Context: an optimization exercise on an open-source flow, tuned for a short achievable clock period and few clock cycles per item. The choices shown serve that exercise and are no tape-out recipe. Function was checked by simulation only, so behaviour that the tests miss may differ from the original.

Design huff_len_top, start of the top module:
module huff_len_top
(
	input  logic                   clk,
	input  logic                   rstN,
	input  logic                   start,
	output logic                   done,
	output logic                   tree_rd,
	output logic [9-1:0]  tree_addr,
	input  logic [9-1:0]  tree_parent,
	input  logic [4-1:0]   rd_addr,
	output logic [9-1:0]   rd_count
);
==> module tree_tracer, before the edit <==
module tree_tracer
(
	input  logic                   clk,
	input  logic                   rstN,
	input  logic                   start,
	output logic                   tree_rd,
	output logic [9-1:0]  tree_addr,
	input  logic [9-1:0]  tree_parent,
	output logic                   len_valid,
	output logic [4-1:0]   len_idx,
	output logic                   len_over,
	output logic                   trace_done
);
	localparam logic [9-1:0] LAST_LEAF = 256 - 1;
	localparam logic [4:0]            DEPTH_MAX = 15;
	localparam logic [4:0]            DEPTH_SAT = 15 + 1;
	huff_len_pkg::trace_state_t             state;
	huff_len_pkg::trace_state_t             state_nxt;
	logic [9-1:0]    leaf_cnt;
	logic [4:0]               depth;
	logic                     parent_zero;
	logic                     last_leaf;
	assign parent_zero = (tree_parent == '0);
	assign last_leaf   = (leaf_cnt == LAST_LEAF);
	always_comb
	begin
		tree_rd   = 1'b0;
		tree_addr = leaf_cnt;
		case (state)
			huff_len_pkg::TR_READ_LEAF, huff_len_pkg::TR_NEXT_LEAF:
			begin
				tree_rd = 1'b1;
			end
			huff_len_pkg::TR_WALK:
			begin
				tree_rd   = !parent_zero;
				tree_addr = tree_parent;
			end
			default:
			begin
				tree_rd = 1'b0;
			end
		endcase
	end
	assign len_valid  = (state == huff_len_pkg::TR_WALK) && parent_zero && (depth != '0);
	assign len_over   = len_valid && (depth > DEPTH_MAX);
	assign len_idx    = (depth > DEPTH_MAX) ? DEPTH_MAX[4-1:0] : depth[4-1:0];
	assign trace_done = (state == huff_len_pkg::TR_DONE);
	always_comb
	begin
		state_nxt = state;
		case (state)
			huff_len_pkg::TR_IDLE:
			begin
				if (start)
					state_nxt = huff_len_pkg::TR_READ_LEAF;
			end
			huff_len_pkg::TR_READ_LEAF, huff_len_pkg::TR_NEXT_LEAF:
			begin
				state_nxt = huff_len_pkg::TR_WALK;
			end
			huff_len_pkg::TR_WALK:
			begin
				if (parent_zero)
					state_nxt = last_leaf ? huff_len_pkg::TR_DONE : huff_len_pkg::TR_NEXT_LEAF;
			end
			default:
			begin
				state_nxt = huff_len_pkg::TR_IDLE;
			end
		endcase
	end
	always_ff @(posedge clk or negedge rstN)
	begin
		if (!rstN)
		begin
			state    <= huff_len_pkg::TR_IDLE;
			leaf_cnt <= '0;
			depth    <= '0;
		end
		else
		begin
			state <= state_nxt;
			if (state == huff_len_pkg::TR_IDLE && start)
			begin
				leaf_cnt <= '0;
				depth    <= '0;
			end
			else if (state == huff_len_pkg::TR_WALK)
			begin
				if (parent_zero)
				begin
					depth <= '0;
					if (!last_leaf)
						leaf_cnt <= leaf_cnt + 1'b1;
				end
				else if (depth != DEPTH_SAT)
				begin
					depth <= depth + 1'b1;
				end
			end
		end
	end
endmodule
make LEC_CHECK=0 CAP_MARGIN=20 CORE_MARGIN=2 CORE_UTILIZATION=40 SLEW_MARGIN=20 finish   # period 6.5 ns
run.sh (not shown) runs the stock make flow with config.mk's settings and CLKGATE_MAP_FILE= SYNTH_SCRIPT=/design/flow/synth_recipe.tcl, a recipe that flattens the netlist after the stock synthesis.
Testbench counts at the start, summed over its fixed seeds: cycles 128,206, trees 48.
Next try:
--- a/flow/design.v
+++ b/flow/design.v
@@ -45,6 +45,8 @@
 	logic [4:0]               depth;
 	logic                     parent_zero;
 	logic                     last_leaf;
+	logic [9-1:0]    leaf_nxt;
+	assign leaf_nxt = leaf_cnt + 1'b1;
 	assign parent_zero = (tree_parent == '0);
 	assign last_leaf   = (leaf_cnt == LAST_LEAF);
 	always_comb
@@ -52,14 +54,19 @@
 		tree_rd   = 1'b0;
 		tree_addr = leaf_cnt;
 		case (state)
+			huff_len_pkg::TR_IDLE:
+			begin
+				tree_rd   = 1'b1;
+				tree_addr = '0;
+			end
 			huff_len_pkg::TR_READ_LEAF, huff_len_pkg::TR_NEXT_LEAF:
 			begin
 				tree_rd = 1'b1;
 			end
 			huff_len_pkg::TR_WALK:
 			begin
-				tree_rd   = !parent_zero;
-				tree_addr = tree_parent;
+				tree_rd   = !parent_zero || !last_leaf;
+				tree_addr = parent_zero ? leaf_nxt : tree_parent;
 			end
 			default:
 			begin
@@ -78,7 +85,7 @@
 			huff_len_pkg::TR_IDLE:
 			begin
 				if (start)
-					state_nxt = huff_len_pkg::TR_READ_LEAF;
+					state_nxt = huff_len_pkg::TR_WALK;
 			end
 			huff_len_pkg::TR_READ_LEAF, huff_len_pkg::TR_NEXT_LEAF:
 			begin
@@ -86,8 +93,8 @@
 			end
 			huff_len_pkg::TR_WALK:
 			begin
-				if (parent_zero)
-					state_nxt = last_leaf ? huff_len_pkg::TR_DONE : huff_len_pkg::TR_NEXT_LEAF;
+				if (parent_zero && last_leaf)
+					state_nxt = huff_len_pkg::TR_DONE;
 			end
 			default:
 			begin
- The new run went through all stages and came out clean
- die area grows slightly
- critical path depth grows by 2
- core utilization came out higher by 0.75 points
- synthesized cell count climbs by a few percent
- register-to-register slack gets worse by 0.21 ns
- wire length is higher by roughly a tenth
- setup slack loses 0.21 ns
- clock-buffer cell count went up by 1
- cell count went up by a few percent
- synthesized area came out higher slightly
- maximum frequency decreases by a few percent
- global-route usage goes up by 4.1 points
Testbench counts after the change, summed over its fixed seeds: cycles 115,918, trees 48.

==> port drivers added, routing unchanged <==
How much do the figures lean on ideal ports? The routed layouts below were timed once more, with nothing changed but the port constraints. Step 1 assumes that a clkbuf_16 drives the clock port and a buf_2 every other input. Step 2 adds t to the input delays and takes it off the output delays; t is the mean of the earliest and latest rising clock arrival at the registers after step 1. Input paths then give back, and output paths get back, about the clock's delay inside the block. a / b / c = no drivers / after step 1 / after step 2; a / b = the first two.
run | t (ns) | slack for setup (ns) | worst setup path at the end | worst data-port slew with drivers (ns)
the first run | 0.574 | 1.231 / 1.231 / 1.231 | register to register | 0.04
the second run | 0.569 | 1.024 / 1.024 / 1.024 | register to register | 0.04
After both steps every run listed still meets setup and hold.
